Source: an optimization exercise on an open RTL-to-GDS flow (aim: small area, a short achievable clock period and few clock cycles per item). Production flows keep margins and buffers that such runs may drop.
In this exercise RTL edits were held to simulation tests only and were not proved equivalent to the original.
Power figures rest on the tool's default switching activity, not on a simulated workload.

<file path="design.v">
module script_lexer_byte_stream_core #(
  parameter int OFFSET_BITS       = 16,
  parameter int MAX_COMMENT_DEPTH = 15
) (
  input  logic        clk,
  input  logic        rst_n,
  input  logic        in_valid,
  output logic        in_ready,
  input  logic [7:0]  in_ch,
  input  logic        in_end_of_source,
  output logic        out_valid,
  input  logic        out_ready,
  output logic [5:0]  out_kind,
  output logic [15:0] out_start_offset,
  output logic [15:0] out_length,
  output logic [15:0] out_line,
  output logic [62:0] out_int_value,
  output logic [2:0]  out_error_code,
  output logic        out_last,
  input  logic        cfg_we,
  input  logic [15:0] cfg_wdata
);
  localparam logic [3:0] M_IDLE = 4'd0, M_MINUS = 4'd1, M_PLUS = 4'd2, M_STAR = 4'd3,
                         M_CMP = 4'd4, M_SLASH = 4'd5, M_LINE_C = 4'd6, M_BLOCK = 4'd7,
                         M_BLOCK_STAR = 4'd8, M_BLOCK_SLASH = 4'd9, M_STRING = 4'd10,
                         M_INT = 4'd11, M_INT_DOT = 4'd12, M_FLOAT = 4'd13,
                         M_IDENT = 4'd14, M_STR_END = 4'd15;
  localparam logic [62:0] VAL_MAX = {63{1'b1}};
  localparam logic [62:0] ACC_LIM = 63'd922337203685477580;
  localparam logic [5:0] K_DOT = 6'd7, K_MINUS = 6'd8, K_DEC = 6'd9, K_ARROW = 6'd10,
                         K_PLUS = 6'd11, K_INC = 6'd12, K_STAR = 6'd14, K_SLASH = 6'd26,
                         K_STRING = 6'd27, K_INT = 6'd28, K_FLOAT = 6'd29, K_IDENT = 6'd30,
                         K_END = 6'd31, K_ERROR = 6'd32;
  localparam int F_DIG = 12, F_ALPHA = 11, F_MINUS = 10, F_PLUS = 9, F_STAR = 8, F_SLASH = 7,
                 F_QUOTE = 6, F_NL = 5, F_CMP = 4, F_EQ = 3, F_GT = 2, F_DOT = 1, F_ONE = 0;
  function automatic logic [5:0] cmp_kind(input logic [1:0] pend);
    case (pend)
      2'd0:    cmp_kind = 6'd18;
      2'd1:    cmp_kind = 6'd20;
      2'd2:    cmp_kind = 6'd22;
      default: cmp_kind = 6'd24;
    endcase
  endfunction
  logic        r0_v, r1_v, r0_e, r1_e;
  logic [7:0]  r1_c;
  logic [12:0] r0_f;
  logic [5:0]  r0_p;                       
  logic [3:0]  mode_r;
  logic [1:0]  pend_r;                     
  logic [3:0]  depth_r;
  localparam int D_W = 24;
  logic        d_v, d_e, d_s0, d_s1, d_s2, d_two;
  logic [5:0]  d_k0, d_k2;                 
  logic        d_new, d_up, d_up2, d_line, d_accwe, d_accclr;
  logic [15:0] tstart_r, pos_r, len_r, line_r, first_r;
  logic [62:0] acc_r;
  logic        ovf_r;
  logic        fl_r;                       
  logic [1:0]  sub_r;                      
  logic [1:0]  n1_r;                       
  logic        o_valid, o_last, o_st_lex, o_ln_len, o_ln_two, o_ln_one;
  logic        o_is_val, o_pre_dot, o_empty, o_step_last, o_src_last, o_to_pend;
  logic        pnd_r;
  logic [5:0]  o_kind;
  logic [2:0]  o_err;
  logic take_o, b_cons, src_done, val_taken, d_free, a_adv, eos_in, take, r0_ld, busy;
  assign take_o    = o_valid && out_ready;
  assign b_cons    = (o_empty && (!pnd_r || take_o)) || (take_o && o_step_last && !fl_r);
  assign src_done  = take_o && o_src_last;
  assign val_taken = take_o && o_is_val;
  assign d_free    = !d_v || (b_cons && !d_e) || src_done;
  assign a_adv     = r0_v && d_free;
  assign busy      = r0_v || r1_v || d_v;
  assign eos_in    = (r0_v && r0_e) || (r1_v && r1_e) || (d_v && d_e);
  assign in_ready  = !r1_v && !eos_in;
  assign take      = in_valid && in_ready;
  assign r0_ld     = !r0_v || a_adv;
  logic [7:0]  nc;
  logic [12:0] nf;
  logic [5:0]  np;
  assign nc = r1_v ? r1_c : in_ch;
  always_comb begin
    nf = 13'd0;
    np = {2'b00, nc[3:0]};
    if ((nc >= 8'h30) && (nc <= 8'h39)) nf[F_DIG] = 1'b1;
    else if (((nc >= 8'h61) && (nc <= 8'h7A)) || ((nc >= 8'h41) && (nc <= 8'h5A)) ||
             (nc == 8'h5F)) nf[F_ALPHA] = 1'b1;
    else begin
      case (nc)
        8'h2D: nf[F_MINUS] = 1'b1;
        8'h2B: nf[F_PLUS] = 1'b1;
        8'h2A: nf[F_STAR] = 1'b1;
        8'h2F: nf[F_SLASH] = 1'b1;
        8'h22: nf[F_QUOTE] = 1'b1;
        8'h0A: nf[F_NL] = 1'b1;
        8'h21: begin nf[F_CMP] = 1'b1; np = 6'd0; end
        8'h3D: begin nf[F_CMP] = 1'b1; nf[F_EQ] = 1'b1; np = 6'd1; end
        8'h3C: begin nf[F_CMP] = 1'b1; np = 6'd2; end
        8'h3E: begin nf[F_CMP] = 1'b1; nf[F_GT] = 1'b1; np = 6'd3; end
        8'h20, 8'h0D, 8'h09: ;
        8'h28: begin nf[F_ONE] = 1'b1; np = 6'd0; end
        8'h29: begin nf[F_ONE] = 1'b1; np = 6'd1; end
        8'h5B: begin nf[F_ONE] = 1'b1; np = 6'd2; end
        8'h5D: begin nf[F_ONE] = 1'b1; np = 6'd3; end
        8'h7B: begin nf[F_ONE] = 1'b1; np = 6'd4; end
        8'h7D: begin nf[F_ONE] = 1'b1; np = 6'd5; end
        8'h2C: begin nf[F_ONE] = 1'b1; np = 6'd6; end
        8'h2E: begin nf[F_ONE] = 1'b1; nf[F_DOT] = 1'b1; np = K_DOT; end
        8'h3B: begin nf[F_ONE] = 1'b1; np = 6'd13; end
        8'h3F: begin nf[F_ONE] = 1'b1; np = 6'd15; end
        8'h7C: begin nf[F_ONE] = 1'b1; np = 6'd16; end
        8'h3A: begin nf[F_ONE] = 1'b1; np = 6'd17; end
        default: begin nf[F_ONE] = 1'b1; np = K_ERROR; end
      endcase
    end
  end
  always_ff @(posedge clk) begin
    if (!rst_n) begin
      r0_v <= 1'b0;
      r1_v <= 1'b0;
    end else if (r0_ld) begin
      r0_v <= r1_v || take;
      r1_v <= 1'b0;
    end else if (take) begin
      r1_v <= 1'b1;
    end
    if (r0_ld) begin
      r0_f <= nf;
      r0_p <= np;
      r0_e <= r1_v ? r1_e : in_end_of_source;
    end
    if (!r1_v) begin
      r1_c <= in_ch;
      r1_e <= in_end_of_source;
    end
  end
  logic        s0, s1, s2, consumed, two;
  logic [3:0]  mode_nxt, depth_nxt;
  logic [1:0]  pend_nxt;
  logic [5:0]  k0;
  logic        new_lex, len_up, len_up2, line_up, acc_we, acc_clr;
  logic [D_W-1:0] desc_a;
  always_comb begin
    s0 = 1'b0;
    s1 = 1'b0;
    consumed = 1'b0;
    case (mode_r)
      M_MINUS: begin
        s0 = 1'b1;
        consumed = r0_f[F_MINUS] || r0_f[F_GT];
      end
      M_PLUS: begin
        s0 = 1'b1;
        consumed = r0_f[F_PLUS];
      end
      M_STAR: begin
        s0 = 1'b1;
        consumed = r0_f[F_STAR];
      end
      M_CMP: begin
        s0 = 1'b1;
        consumed = r0_f[F_EQ];
      end
      M_SLASH: begin
        consumed = r0_f[F_SLASH] || r0_f[F_STAR];
        s0 = !consumed;
      end
      M_LINE_C, M_BLOCK, M_BLOCK_STAR, M_BLOCK_SLASH, M_STRING: consumed = 1'b1;
      M_STR_END: s0 = 1'b1;
      M_INT: begin
        consumed = r0_f[F_DIG] || r0_f[F_DOT];
        s0 = !consumed;
      end
      M_INT_DOT: begin
        consumed = r0_f[F_DIG];
        s0 = !consumed;
        s1 = !consumed;
      end
      M_FLOAT: begin
        consumed = r0_f[F_DIG];
        s0 = !consumed;
      end
      M_IDENT: begin
        consumed = r0_f[F_DIG] || r0_f[F_ALPHA];
        s0 = !consumed;
      end
      default: ;
    endcase
    two = s0 && consumed;                   
    s2  = !consumed && r0_f[F_ONE];
    case (mode_r)
      M_MINUS:  k0 = !two ? K_MINUS : r0_f[F_MINUS] ? K_DEC : K_ARROW;
      M_PLUS:   k0 = two ? K_INC : K_PLUS;
      M_STAR:   k0 = K_STAR;
      M_CMP:    k0 = cmp_kind(pend_r) | {5'd0, two};
      M_SLASH:  k0 = K_SLASH;
      M_STR_END: k0 = K_STRING;
      M_INT, M_INT_DOT: k0 = K_INT;
      M_FLOAT:  k0 = K_FLOAT;
      default:  k0 = K_IDENT;
    endcase
    mode_nxt  = mode_r;
    pend_nxt  = pend_r;
    depth_nxt = depth_r;
    new_lex   = 1'b0;
    len_up    = 1'b0;
    len_up2   = 1'b0;
    line_up   = 1'b0;
    acc_we    = 1'b0;
    acc_clr   = 1'b0;
    case (mode_r)
      M_MINUS, M_PLUS, M_STAR, M_CMP: mode_nxt = M_IDLE;
      M_SLASH: begin
        if (r0_f[F_SLASH]) mode_nxt = M_LINE_C;
        else if (r0_f[F_STAR]) begin
          mode_nxt  = M_BLOCK;
          depth_nxt = 4'd1;
          len_up    = 1'b1;
        end
      end
      M_LINE_C: begin
        if (r0_f[F_NL]) begin
          line_up  = 1'b1;
          mode_nxt = M_IDLE;
        end
      end
      M_BLOCK, M_BLOCK_STAR, M_BLOCK_SLASH: begin
        len_up = 1'b1;
        if (mode_r == M_BLOCK_STAR && r0_f[F_SLASH]) begin
          depth_nxt = (depth_r != 4'd0) ? depth_r - 4'd1 : depth_r;
          mode_nxt  = (depth_r[3:1] == 3'd0) ? M_IDLE : M_BLOCK;
        end else if (mode_r == M_BLOCK_SLASH && r0_f[F_STAR]) begin
          depth_nxt = (depth_r != 4'(MAX_COMMENT_DEPTH)) ? depth_r + 4'd1 : depth_r;
          mode_nxt  = M_BLOCK;
        end else if (r0_f[F_NL]) begin
          line_up  = 1'b1;
          mode_nxt = M_BLOCK;
        end else if (r0_f[F_STAR]) begin
          mode_nxt = M_BLOCK_STAR;
        end else if (r0_f[F_SLASH]) begin
          mode_nxt = M_BLOCK_SLASH;
        end else begin
          mode_nxt = M_BLOCK;
        end
      end
      M_STRING: begin
        len_up = 1'b1;
        if (r0_f[F_QUOTE]) mode_nxt = M_STR_END;
        else if (r0_f[F_NL]) line_up = 1'b1;
      end
      M_INT: begin
        if (r0_f[F_DIG]) begin
          len_up = 1'b1;
          acc_we = 1'b1;
        end else if (r0_f[F_DOT]) mode_nxt = M_INT_DOT;
      end
      M_INT_DOT: begin
        if (r0_f[F_DIG]) begin
          len_up2  = 1'b1;
          mode_nxt = M_FLOAT;
          acc_clr  = 1'b1;                  
        end
      end
      M_FLOAT, M_IDENT: len_up = 1'b1;
      default: ;
    endcase
    if (!consumed) begin
      mode_nxt = M_IDLE;
      new_lex  = 1'b1;
      len_up   = 1'b0;
      if (r0_f[F_MINUS]) mode_nxt = M_MINUS;
      else if (r0_f[F_PLUS]) mode_nxt = M_PLUS;
      else if (r0_f[F_STAR]) mode_nxt = M_STAR;
      else if (r0_f[F_CMP]) begin
        mode_nxt = M_CMP;
        pend_nxt = r0_p[1:0];
      end
      else if (r0_f[F_SLASH]) mode_nxt = M_SLASH;
      else if (r0_f[F_NL]) line_up = 1'b1;
      else if (r0_f[F_QUOTE]) mode_nxt = M_STRING;
      else if (r0_f[F_DIG]) begin
        mode_nxt = M_INT;
        acc_we   = 1'b1;
      end
      else if (r0_f[F_ALPHA]) mode_nxt = M_IDENT;
    end
    desc_a = {r0_v, r0_e, s0, s1, s2, two, k0, r0_p,
              new_lex, len_up, len_up2, line_up, acc_we, acc_clr};
  end
  always_ff @(posedge clk) begin
    if (!rst_n || src_done) mode_r <= M_IDLE;
    else if (a_adv) mode_r <= mode_nxt;
    if (a_adv) begin
      pend_r  <= pend_nxt;
      depth_r <= depth_nxt;
    end
  end
  logic [D_W-1:0] desc_r, desc_d;
  logic           fl_d, ovf_d, ovf_nd, pnd_d;
  logic [5:0]     pk_d;
  logic [1:0]     sub_d, n1_d;
  logic [15:0]    len_inc, len_inc2, pos_dec;
  logic [14:0]    len_hi_inc;
  logic [62:0]    prod;
  assign desc_r = {d_v, d_e, d_s0, d_s1, d_s2, d_two, d_k0, d_k2,
                   d_new, d_up, d_up2, d_line, d_accwe, d_accclr};
  always_comb begin
    desc_d = desc_r;
    if (a_adv) desc_d = desc_a;
    else if (d_free) desc_d[D_W-1] = 1'b0;
  end
  always_ff @(posedge clk) begin
    {d_v, d_e, d_s0, d_s1, d_s2, d_two, d_k0, d_k2,
     d_new, d_up, d_up2, d_line, d_accwe, d_accclr} <= desc_d;
    if (!rst_n) d_v <= 1'b0;
  end
  logic [2:0]  d_a;
  logic [62:0] ax, ay, ag, ap, pg, pp;
  logic        cin;
  assign d_a = d_k2[3] ? 3'd7 : d_k2[2:0];
  assign cin = d_k2[3] & d_k2[0];
  assign ax  = {acc_r[59:0], d_a};
  assign ay  = {acc_r[61:0], d_k2[3]};
  always_comb begin
    ag = ax & ay;
    ap = ax ^ ay;
    pg = ag;
    pg[0] = ag[0] | (ap[0] & cin);
    pp = ap;
    for (int l = 0; l < 6; l++) begin
      for (int i = 0; i < 63; i++) begin
        if (((i + 1) % (2 << l)) == 0) begin
          pg[i] = pg[i] | (pp[i] & pg[i - (1 << l)]);
          pp[i] = pp[i] & pp[i - (1 << l)];
        end
      end
    end
    for (int l = 4; l >= 0; l--) begin
      for (int i = 0; i < 63; i++) begin
        if ((((i + 1) % (2 << l)) == (1 << l)) && (i >= (2 << l))) begin
          pg[i] = pg[i] | (pp[i] & pg[i - (1 << l)]);
          pp[i] = pp[i] & pp[i - (1 << l)];
        end
      end
    end
  end
  assign prod  = ap ^ {pg[61:0], cin};
  assign ovf_d = (acc_r > ACC_LIM) || ((acc_r == ACC_LIM) && d_k2[3]);
  assign len_hi_inc = len_r[15:1] + 15'd1;
  assign len_inc  = (len_r == 16'hFFFF) ? len_r :
                    len_r[0] ? {len_hi_inc, 1'b0} : {len_r[15:1], 1'b1};
  assign len_inc2 = (len_r[15:1] == 15'h7FFF) ? 16'hFFFF : {len_hi_inc, len_r[0]};
  assign pos_dec  = pos_r - 16'd1;
  always_comb begin
    fl_d   = fl_r;
    sub_d  = sub_r;
    n1_d   = n1_r;
    ovf_nd = ovf_r;
    if (b_cons) begin
      fl_d   = d_e;
      sub_d  = 2'd0;
      n1_d   = {d_s0 && (d_s1 || d_s2), d_s0 ^ d_s1 ^ d_s2};
      if (d_accwe) ovf_nd = ovf_d;
    end else if (take_o && !pnd_r) begin
      sub_d = sub_r + 2'd1;
    end
    pnd_d = (pnd_r && !take_o) || (take_o && o_step_last && !fl_r && o_to_pend);
    pk_d  = pnd_r ? o_kind : d_k2;
    if (src_done) begin
      fl_d  = 1'b0;
      sub_d = 2'd0;
    end
  end
  always_ff @(posedge clk) begin
    fl_r  <= fl_d;
    sub_r <= sub_d;
    n1_r  <= n1_d;
    ovf_r <= ovf_nd;
    pnd_r <= pnd_d;
    if (!rst_n) begin
      fl_r  <= 1'b0;
      sub_r <= 2'd0;
      pnd_r <= 1'b0;
    end
  end
  logic        o_valid_d, o_last_d, o_st_lex_d, o_ln_len_d, o_ln_two_d, o_ln_one_d;
  logic        o_is_val_d, o_pre_dot_d, o_empty_d, o_step_last_d, o_src_last_d, o_to_pend_d;
  logic [5:0]  o_kind_d;
  logic [2:0]  o_err_d;
  logic       v, e, t0, t1, t2, tw, f3, f4;
  logic [5:0] k0_, k2_, kf_;
  logic [1:0] kferr_;
  logic       t_lex, t_fl, t_dot, t_one, t_end, int_tok, pendable;
  always_comb begin
    {v, e, t0, t1, t2, tw} = desc_d[D_W-1:D_W-6];
    {k0_, k2_} = desc_d[D_W-7:D_W-18];
    f3 = (mode_r != M_IDLE) && (mode_r != M_LINE_C);
    f4 = (mode_r == M_INT_DOT);
    kferr_ = 2'd0;
    case (mode_r)
      M_MINUS:  kf_ = K_MINUS;
      M_PLUS:   kf_ = K_PLUS;
      M_STAR:   kf_ = K_STAR;
      M_CMP:    kf_ = cmp_kind(pend_r);
      M_SLASH:  kf_ = K_SLASH;
      M_BLOCK, M_BLOCK_STAR, M_BLOCK_SLASH: begin
        kf_    = K_ERROR;
        kferr_ = 2'd3;
      end
      M_STRING: begin
        kf_    = K_ERROR;
        kferr_ = 2'd2;
      end
      M_STR_END: kf_ = K_STRING;
      M_INT, M_INT_DOT: kf_ = K_INT;
      M_FLOAT:  kf_ = K_FLOAT;
      default:  kf_ = K_IDENT;
    endcase
    pendable = !e && t2 && t0;
    t_lex = 1'b0;
    t_fl  = 1'b0;
    t_dot = 1'b0;
    t_one = 1'b0;
    t_end = 1'b0;
    if (!fl_d) begin
      o_valid_d = v && (t0 || t2);
      o_empty_d = v && !t0 && !t2;
      case (sub_d)
        2'd0: begin
          t_lex = t0;
          t_one = !t0;
          o_step_last_d = !t0 || (!t1 && (!t2 || pendable));
        end
        2'd1: begin
          t_dot = t1;
          t_one = !t1;
          o_step_last_d = !t1 || !t2 || pendable;
        end
        default: begin
          t_one = 1'b1;
          o_step_last_d = 1'b1;
        end
      endcase
      o_last_d = e && (sub_d == 2'd2);
      o_pre_dot_d = t_lex && t1;
    end else begin
      o_valid_d = 1'b1;
      o_empty_d = 1'b0;
      case (sub_d)
        2'd0: begin
          t_fl  = f3;
          t_end = !f3;
        end
        2'd1: begin
          t_dot = f4;
          t_end = !f4;
        end
        default: t_end = 1'b1;
      endcase
      o_last_d = t_end || (n1_d == 2'd2 && sub_d == 2'd0) || (n1_d == 2'd1 && sub_d == 2'd1) ||
                 (n1_d == 2'd0 && sub_d == 2'd2);
      o_step_last_d = o_last_d;
      o_pre_dot_d = t_fl && f4;
    end
    o_src_last_d = o_last_d;
    int_tok = (t_lex && k0_ == K_INT) || (t_fl && kf_ == K_INT);
    o_is_val_d = int_tok;
    if (int_tok && ovf_nd) begin
      o_kind_d = K_ERROR;
      o_err_d  = 3'd4;
    end else begin
      o_kind_d = t_lex ? k0_ : t_fl ? kf_ : t_dot ? K_DOT : t_end ? K_END : k2_;
      o_err_d  = t_fl ? {1'b0, kferr_} : {2'b00, t_one && k2_[5]};
    end
    o_st_lex_d = t_lex || t_fl || t_dot;
    o_ln_len_d = (t_lex && !tw) || t_fl;
    o_ln_two_d = t_lex && tw;
    o_ln_one_d = t_dot || t_one;
    o_to_pend_d = pendable && !fl_d;
    if (pnd_d) begin
      o_valid_d     = 1'b1;
      o_kind_d      = pk_d;
      o_err_d       = {2'b00, pk_d[5]};
      o_last_d      = 1'b0;
      o_st_lex_d    = 1'b1;
      o_ln_len_d    = 1'b0;
      o_ln_two_d    = 1'b0;
      o_ln_one_d    = 1'b1;
      o_is_val_d    = 1'b0;
      o_pre_dot_d   = 1'b0;
      o_empty_d     = o_empty_d && !fl_d;
      o_step_last_d = 1'b0;
      o_src_last_d  = 1'b0;
      o_to_pend_d   = 1'b0;
    end
  end
  always_ff @(posedge clk) begin
    o_valid     <= o_valid_d && rst_n;
    o_last      <= o_last_d;
    o_st_lex    <= o_st_lex_d;
    o_ln_len    <= o_ln_len_d;
    o_ln_two    <= o_ln_two_d;
    o_ln_one    <= o_ln_one_d;
    o_is_val    <= o_is_val_d;
    o_pre_dot   <= o_pre_dot_d;
    o_empty     <= o_empty_d && rst_n;
    o_step_last <= o_step_last_d;
    o_src_last  <= o_src_last_d;
    o_to_pend   <= o_to_pend_d;
    o_kind      <= o_kind_d;
    o_err       <= o_err_d;
  end
  always_ff @(posedge clk) begin
    if (!rst_n) begin
      pos_r   <= 16'd0;
      line_r  <= 16'd1;
      first_r <= 16'd1;
    end else begin
      if (cfg_we) first_r <= cfg_wdata;
      if (cfg_we && (!busy || src_done)) line_r <= cfg_wdata;
      else if (src_done) line_r <= first_r;
      else if (b_cons && d_line) line_r <= line_r + 16'd1;
      if (src_done) pos_r <= 16'd0;
      else if (b_cons) pos_r <= pos_r + 16'd1;
    end
  end
  always_ff @(posedge clk) begin
    if (take_o && o_pre_dot) tstart_r <= pos_dec;
    else if (b_cons && d_new) tstart_r <= pos_r;
    if (b_cons) begin
      if (d_new) len_r <= 16'd1;
      else if (d_up2) len_r <= len_inc2;
      else if (d_up) len_r <= len_inc;
    end
  end
  always_ff @(posedge clk) begin
    if (!rst_n || val_taken || (b_cons && d_accclr)) acc_r <= 63'd0;
    else if (b_cons && d_accwe) acc_r <= ovf_d ? VAL_MAX : prod;
  end
  assign out_valid        = o_valid;
  assign out_kind         = o_kind;
  assign out_error_code   = o_err;
  assign out_last         = o_last;
  assign out_line         = line_r;
  assign out_int_value    = acc_r;
  assign out_start_offset = o_st_lex ? tstart_r : pos_r;
  assign out_length       = o_ln_len ? len_r : {14'd0, o_ln_two, o_ln_one};
endmodule
</file>
<file path="standard.sh">
#!/bin/bash
# synth_recipe.tcl (not shown) runs the flow's synth.tcl, then flattens the netlist and writes it again
# the make line also repeats each setting of config.mk as NAME=value (left out here)
make -C /OpenROAD-flow-scripts/flow DESIGN_CONFIG=/design/flow/config.mk WORK_HOME=/design/flow/orfs CLKGATE_MAP_FILE= SYNTH_SCRIPT=/design/flow/synth_recipe.tcl "${@:-finish}"
</file>
<file path="constraint.sdc">
create_clock -name core_clock -period 9.0 [get_ports {clk}]
set_input_delay 1.8000 -clock core_clock [delete_from_list [all_inputs] [get_ports {clk}]]
set_output_delay 1.8000 -clock core_clock [all_outputs]
set_load 0.01 [all_outputs]
</file>
<file path="flow/run.sh">
#!/bin/bash
# Layout flow: the standard flow (standard.sh, all ORFS steps to finish) with one change:
# the buffers that ORFS puts on every input and output port are the smallest buffer cell,
# sky130_fd_sc_hd__buf_1, instead of the cell ORFS picks by default (a 10 um2 delay buffer).
# Timing repair still upsizes any of them that a path needs. make's output goes to
# standard.log in this folder; ORFS keeps each step's log under orfs/logs/.
set -euo pipefail
cd "$(dirname "$0")/.."
bash standard.sh "BUFFER_PORTS_ARGS=-buffer_cell sky130_fd_sc_hd__buf_1" finish > standard.log 2>&1
</file>
<file path="config.mk">
export PLATFORM = sky130hd
export DESIGN_NAME = script_lexer_byte_stream_core
export DESIGN_NICKNAME = script_lexer_byte_stream_core
export VERILOG_FILES = /design/flow/design.v
export SDC_FILE = /design/flow/constraint.sdc
export NUM_CORES = 4
export LEC_CHECK = 0
export CAP_MARGIN = 20
export CORE_MARGIN = 2
export CORE_UTILIZATION = 55
export CTS_CLUSTER_DIAMETER = 100
export CTS_CLUSTER_SIZE = 25
export SETUP_SLACK_MARGIN = 5
export SLEW_MARGIN = 20
</file>
==> results of run 1 <==
cell type report:
type,count,area [um^2]
Clock inverter,4,46.3
Timing Repair Buffer,191,891
Fill cell,2334,10200
Multi-Input combinational cell,1191,8410
Clock buffer,20,394
Inverter,47,176
Tap cell,335,419
Sequential cell,234,5370
metrics by stage:
stage | std cells | worst slack [ns] | hold WS, ns | instance area, um^2
4_1_cts | 2003 | 5.01 | 0.466 | 15400
6_report | 2022 | 4.99 | 0.459 | 15700
3_5_place_dp | 1972 | 3.04 | 0.444 | 14800
2_1_floorplan | 1612 | 5.09 | 0.419 | 14500
5_1_grt | 2022 | 4.82 | 0.467 | 15700
3_3_place_gp | 1972 | 3.16 | 0.446 | 14800
power breakdown:
| part | internal [mW] | switching [mW] | total [mW] |
|---|---|---|---|
| combinational | 0.390 | 0.587 | 0.978 |
| sequential | 1.25 | 0.190 | 1.44 |
| clock | 0.321 | 0.376 | 0.697 |
worst reg2reg max path, cell delays in order, from the launching register on:
cell	delay, ns
dfxtp_4	0.37
and2_4	0.16
ha_4	0.14
or2_4	0.22
fa_2	0.34
a211o_1	0.33
a211oi_2	0.28
or4_4	0.18
a31o_1	0.19
a21oi_2	0.08
buf_4	0.15
or2_4	0.26
a31oi_4	0.16
o21ai_2	0.10
a31o_2	0.26
fa_1	0.44
o221a_2	0.23
flip-flops by register name (all words and copies together) (netlist names), 2 cells and up:
name	cells
acc_r	63
d_k0	6
d_k2	6
depth_r	4
first_r	16
len_r	16
line_r	16
mode_r	4
n1_r	2
o_err	3
o_kind	6
pend_r	2
pos_r	16
r0_f	13
r0_p	6
r1_c	8
sub_r	2
tstart_r	16
cell families after synthesis:
group / after synthesis
AND/OR/NAND/NOR: 537
AO/OA/AOI/OAI: 409
flip-flops: 234
buffers and inverters: 188
adder cells (fa/ha/maj): 102
XOR/XNOR: 92
multiplexers: 50
layer usage:
metal	routed length, um	part of all wire [%]
met1	16600	47
met2	16400	46
met3	1870	5.3
met4	653	1.8
met5	0	0
cells in the mapped netlist (3+ instances only):
master	instances	area, um^2
nand4_1	23	144
o32ai_1	3	26.3
a21o_1	40	300
o211ai_1	10	75.1
edfxtp_1	68	2040
o21a_1	4	30.0
o221a_2	31	349
o21ai_1	9	45.0
o31ai_1	3	22.5
or4_1	8	60.1
clkbuf_1	58	218
buf_4	63	473
a311oi_1	7	61.3
mux2_2	19	214
fa_1	32	641
nor2_1	171	642
buf_2	13	65.1
nand3_1	43	215
a21oi_1	117	586
a31o_2	4	35.0
inv_1	44	165
nand2b_1	15	93.8
o221ai_1	3	26.3
o22ai_1	6	37.5
buf_1	6	22.5
o21ai_0	93	465
a31oi_1	15	93.8
dfxtp_1	166	3320
o21bai_1	3	22.5
nand3b_1	8	60.1
nand2_1	140	526
and2_1	22	138
nor4_1	10	62.6
nor3_1	43	215
ha_1	70	876
xor2_1	35	307
a211oi_1	21	158
and3_1	13	81.3
and4_1	3	26.3
xnor2_1	57	499
a221oi_1	4	35.0
mux2i_1	30	300
or3_1	10	62.6
or2_2	8	50.1
nor2b_1	12	75.1
repair_timing:
action,CTS,global route
pin swaps,14,30
setup buffers,6,17
cloned,1,0
setup endpoints to repair,132,28
gates resized for setup,25,37
final timing paths:
path	start	endpoint	slack, ns	cells past startpoint
worst min register to register	r0_p[1]	pend_r[1]	0.46	0
worst max-delay path	d_k2[0]	acc_r[38]	4.99	16
worst min-delay path	r0_p[1]	pend_r[1]	0.46	0
worst max register to register	d_k2[0]	acc_r[38]	4.99	16
==> impl_metrics.py, run 1 <==
metrics = {
    "run_status": {
        "outcome": "no timing/DRC/antenna violations",
    },
    "global_routing": {
        "grt.met1_usage_pct": 35.9,
        "grt_start_max_net_pins": 64,
        "grt_pass1_wl_um": 58400,
        "gr-usage-met3_pct": 3.19,
        "use_met2_pct": 41.2,
        "antenna_found_initial": 0,
        "grt_pass1_vias": 11100,
        "gr-total-overflow": 0,
        "grt-busiest-layer": "met2",
        "grt_use_total_pct": 25.2,
    },
    "power": {
        "p_per_area_mw_per_mm2": 198,
        "finalPower_mw": 3.11,
        "ir_drop_mv": 0.173,
        "p_leak_nw": 6.45,
    },
    "clock_network": {
        "clk_pin_slew_ns": 0.10,
        "cts_hold_buf": 0,
        "clkLatencyLatePin_ns": 0.49,
        "cts_root_buffer": "clkbuf_16",
        "cts.sinks": 234,
        "clk_path_buf_depth": 3,
        "cts_htree_levels": 1,
        "cts_tree": "yes",
        "numCtsBuffers": 14,
    },
    "synthesis": {
        "ys_seq_area_share_pct": 37.1,
        "postSynthCellCount": 1612,
        "synth-edff-count": 68,
        "synth_top_family_by_area": "compound AO/OA/AOI/OAI gates",
        "synth-warning-count": 1,
        "synth-simple-area-share_pct": 17.5,
        "async_flop_share_pct": 0,
        "syn_area_mm2": 0.0145,
        "syn_nets": 1744,
        "synth_compound_area_share_pct": 19.0,
        "synthMuxAreaShare_pct": 3.65,
        "synth_ff_type": "dfxtp_1",
        "synthAdderAreaFrac_pct": 10.5,
        "synth_xor_xnor_area_share_pct": 5.57,
        "synth.distinct_cells": 85,
        "ys_ff_latch": 234,
        "synth_area_per_cell_um2": 8.97,
    },
    "cells_and_area": {
        "layout_commonest_cell": "nor2_1",
        "n_antenna_cell": 0,
        "syn_to_final_growth_pct": 8.69,
        "drive_gt1_share_pct": 10.7,
        "final_core_util_pct": 60.6,
        "nets": 1811,
        "layout_common_cells": "nor2_1, dfxtp_1, buf_1",
    },
    "worst_setup_path": {
        "cp_top_family": "compound AO/OA/AOI/OAI gates",
        "slowest_delay_ns": 0.44,
        "start_kind": "flop",
        "worstPathRequired_ns": 9.38,
        "crit_type": "flop to flop",
        "arrival_ns": 4.40,
        "path_cells": "and2_4 -> ha_4 -> or2_4 -> fa_2 -> a211o_1 -> a211oi_2 -> or4_4 -> a31o_1 -> a21oi_2 -> buf_4 -> or2_4 -> a31oi_4 -> o21ai_2 -> a31o_2 -> fa_1 -> o221a_2",
        "cp_common_cell": "or2_4",
        "cp-end-kind": "flop",
        "crit_fanout": 4,
        "cp_slowest_cell": "fa_1",
        "cp_num_buf_inv": 1,
    },
    "placed_design": {
        "gp_congestion": 0.892,
        "hpwlAfterDp_um": 25200,
        "place.port_buffers": 152,
    },
    "floorplan": {
        "start_util_pct": 55.8,
        "die_w_um": 166,
        "coreArea_mm2": 0.0259,
        "fp.dieH_um": 166,
        "rows": 59,
        "io_pins": 153,
        "dieArea_mm2": 0.0276,
    },
    "sta": {
        "maxSlewViolCount": 0,
        "setup_viol": 0,
        "tightest_slew_ns": 1.07,
        "clock_skew_ns": 0.0297,
        "hold_violations": 0,
        "setup_tns_ns": 0,
        "period_needed_ns": 4.01,
        "slew-limit-headroom_pct": 28.4,
        "min_period_over_period_pct": 44.6,
        "rsz0062_at_grt": "true",
        "max_freq_mhz": 249,
    },
    "drt": {
        "post-route-drc-count": 0,
        "vias": 11900,
        "wire_per_inst_um": 17.6,
        "dr.first_iter.drc_count": 972,
        "wl_um": 35600,
        "vias_per_cell": 5.88,
        "firstDrtPassIters": 7,
        "ant_nets": 0,
    },
    "flow_run": {
        "maxCapViolations": 0,
    },
    "min_path": {
        "hold_path.class": "flop to flop",
    },
}
Testbench counts, summed over its fixed seeds: cycles 22,098, bytes 21,524.
==> run 2, diff against run 1 <==
--- a/design.v
+++ b/design.v
@@ -73,5 +73,5 @@
   assign busy      = r0_v || r1_v || d_v;
   assign eos_in    = (r0_v && r0_e) || (r1_v && r1_e) || (d_v && d_e);
-  assign in_ready  = !r1_v && !eos_in;
+  assign in_ready  = !r1_v && (!eos_in || (o_valid && o_src_last && out_ready));
   assign take      = in_valid && in_ready;
   assign r0_ld     = !r0_v || a_adv;
==> impl_metrics.py, run 2 <==
metrics = {
    "drt": {
        "wire_per_inst_um": 17.8,
        "firstDrtPassIters": 5,
        "vias": 11900,
        "ant_nets": 0,
        "post-route-drc-count": 0,
        "dr.first_iter.drc_count": 902,
        "vias_per_cell": 5.90,
        "wl_um": 36100,
    },
    "floorplan": {
        "die_w_um": 167,
        "io_pins": 153,
        "coreArea_mm2": 0.0261,
        "start_util_pct": 56.2,
        "dieArea_mm2": 0.0279,
        "fp.dieH_um": 167,
        "rows": 59,
    },
    "synthesis": {
        "yosysMostFrequentCell": "nor2_1",
        "postSynthCellCount": 1622,
        "synth_ff_type": "dfxtp_1",
        "syn_nets": 1754,
        "syn_area_mm2": 0.0146,
        "yosysTopAreaCell": "dfxtp_1",
        "synth-warning-count": 1,
        "async_flop_share_pct": 0,
        "ys_top_cells_by_area": "dfxtp_1, edfxtp_1, ha_1, nor2_1, fa_1",
        "ys_seq_area_share_pct": 36.7,
        "synthTopCellsByCount": "nor2_1, dfxtp_1, a21oi_1, nand2_1, o21ai_0",
        "synth-edff-count": 68,
        "synth.top_cell.area_share_pct": 22.7,
        "ys_ff_latch": 234,
        "synth_area_per_cell_um2": 9.02,
        "synth.distinct_cells": 95,
    },
    "clock_network": {
        "cts_root_buffer": "clkbuf_16",
        "cts.sinks": 234,
        "numCtsBuffers": 13,
        "clkLatencyLatePin_ns": 0.49,
        "clk_path_buf_depth": 3,
        "cts_htree_levels": 1,
        "clk_pin_slew_ns": 0.10,
        "cts_tree": "yes",
    },
    "global_routing": {
        "antenna_found_initial": 0,
        "gr-total-overflow": 0,
        "grt_pass1_wl_um": 58800,
        "grt_start_max_net_pins": 67,
        "grt_use_total_pct": 25.2,
        "grt_pass1_vias": 11200,
    },
    "cells_and_area": {
        "layout_common_cells": "nor2_1, dfxtp_1, buf_1",
        "largest_reg_flops": 63,
        "drive_gt1_share_pct": 12.0,
        "n_antenna_cell": 0,
        "largest_register": "acc_r",
        "postLayoutCellArea_mm2": 0.0159,
        "nets": 1816,
        "syn_to_final_growth_pct": 8.30,
        "layout_commonest_cell": "nor2_1",
    },
    "sta": {
        "min_period_over_period_pct": 46.4,
        "rsz0062_at_grt": "true",
        "setup_viol": 0,
        "setup_tns_ns": 0,
        "clock_skew_ns": 0.0124,
        "hold_violations": 0,
        "period_needed_ns": 4.17,
        "maxSlewViolCount": 0,
        "slew-limit-headroom_pct": 27.0,
        "max_freq_mhz": 240,
        "tightest_slew_ns": 1.09,
    },
    "power": {
        "p_int_mw": 2.00,
        "power_frac_seq_pct": 45.5,
        "power.switching_mw": 1.22,
        "swShare_pct": 37.8,
        "power_frac_comb_pct": 34.0,
        "p_leak_nw": 6.57,
        "p_per_area_mw_per_mm2": 203,
        "ir_drop_mv": 0.168,
        "p_clk_share_pct": 20.5,
    },
    "worst_setup_path": {
        "arrival_ns": 4.56,
        "start_kind": "flop",
        "cp_top_family": "compound AO/OA/AOI/OAI gates",
        "cp_slowest_cell": "fa_2",
        "cp-end-kind": "flop",
        "path_cells": "and2_4 -> ha_4 -> or2_4 -> fa_2 -> a211o_1 -> a211oi_2 -> or4_4 -> a31oi_4 -> o211a_1 -> nand2b_4 -> a21bo_4 -> a21bo_4 -> a21o_1 -> a21o_1 -> fa_2 -> o221a_4",
        "slowest_delay_ns": 0.46,
        "worstReg2RegEnd": "acc_r[42]",
        "r2r-start": "d_k2[0]",
        "crit_type": "flop to flop",
        "crit_fanout": 4,
        "r2r_slack_ns": 4.83,
        "worstPathRequired_ns": 9.39,
        "crit_start": "d_k2[0]",
        "cp_num_buf_inv": 0,
        "rr_worst_depth": 16,
    },
    "placed_design": {
        "hpwlAfterDp_um": 25500,
        "gp_congestion": 0.896,
        "place.port_buffers": 152,
        "placed_area_mm2": 0.0149,
    },
    "run_status": {
        "outcome": "no timing/DRC/antenna violations",
    },
    "min_path": {
        "hold_path_end": "pend_r[0]",
        "hold_path.class": "flop to flop",
        "min_delay_path_depth": 0,
        "hold_start": "r0_p[0]",
    },
    "flow_run": {
        "maxCapViolations": 0,
    },
}
[run 2: cell count changes after synthesis, moves of 4 or more]
cell      delta
nand2_1     -19
xnor2_1      -6
and2_1       +5
a211oi_1     +4
a22oi_1      +7
nand3_1      -6
or4_1        -4
xor2_1       +5
nor3_1      -13
a21oi_1      +8
and3_1       +6
nand3b_1     -7
[run 2: layout make-up]
type	count	area (um^2)
clock buffers	16	337
multi-input cells	1194	8580
clock inverters	5	51.3
fillers	2366	10200
well taps	335	419
flip-flops and latches	234	5370
inverters	50	195
repair buffers	191	891
[run 2: metrics by stage]
stage	cells	util (%)	hold WS, ns	power, mW	setup slack, ns
floorplan	1622	-	0.420	2.24	4.95
global placement	1976	57.3	0.451	2.49	3.74
detailed placement	1976	57.3	0.459	2.51	3.69
CTS	2014	60.1	0.477	3.20	4.81
global route	2025	60.8	0.498	3.42	4.80
finish	2025	60.8	0.482	3.22	4.83
[run 2: kinds of logic after synthesis]
group	share of synthesized area [%]
flip-flops	36.7
AND/OR/NAND/NOR	17.2
buffers and inverters	6.92
multiplexers	3.53
XOR/XNOR	5.45
AO/OA/AOI/OAI	19.9
adder cells (fa/ha/maj)	10.4
[run 2: routing by layer]
layer / vias to the layer above / wire length [um] / GRT usage (%)
met5: - / 0 / 0
met3: 52 / 1830 / 2.91
met1: 5647 / 16700 / 36.2
li1: 5914 / - / -
met2: 331 / 16700 / 40.7
met4: 0 / 875 / 6.30
[run 2: repair_timing]
item | CTS | global route
resized for setup | 52 | 23
setup buffers | 16 | 10
cloned | 1 | 1
hold buffers | 0 | 0
pin swaps | 33 | 22
endpoints found under the setup margin | 76 | 44
[run 2: power groups by stage]
stage	sequential (mW)	clock (mW)	combinational, mW
after floorplan	1.42	0	0.822
after global placement	1.48	0	1.01
after detailed placement	1.48	0	1.02
after CTS	1.46	0.678	1.06
after global routing	1.49	0.714	1.22
final	1.46	0.658	1.09
[run 2: how the worst max path moves through the flow]
stage	end	slack (ns)	cells after the start
floorplan	in_ready	4.95	4
global placement	o_kind[2]	3.74	11
detailed placement	o_kind[3]	3.69	10
CTS	in_ready	4.81	5
global route	acc_r[42]	4.80	16
finish	acc_r[42]	4.83	16
Testbench counts of run 2, summed over its fixed seeds: cycles 21,978, bytes 21,524.

-- what the ideal ports hide --
The flow's constraints put no driver on any port. The routed layouts listed below were extracted and timed again, unchanged, in two steps. Step 1 sets driving cells, clkbuf_16 on the clock port and buf_2 on the other inputs (assumed; they add their load-dependent delay and slew). Step 2, shift: input delay + t, output delay - t, t = (earliest + latest rising clock arrival at the registers) / 2. This alone moves slack from input paths to output paths. Slacks: no drivers / after step 1 / after step 2; pairs: no drivers / after step 1.
run	t (ns)	setup WS [ns]	worst setup path at the end
run 1	0.530	4.986 / 4.986 / 4.674	input to register
run 2	0.540	4.827 / 4.780 / 4.515	input to register
After both steps setup and hold are still met in every run listed.
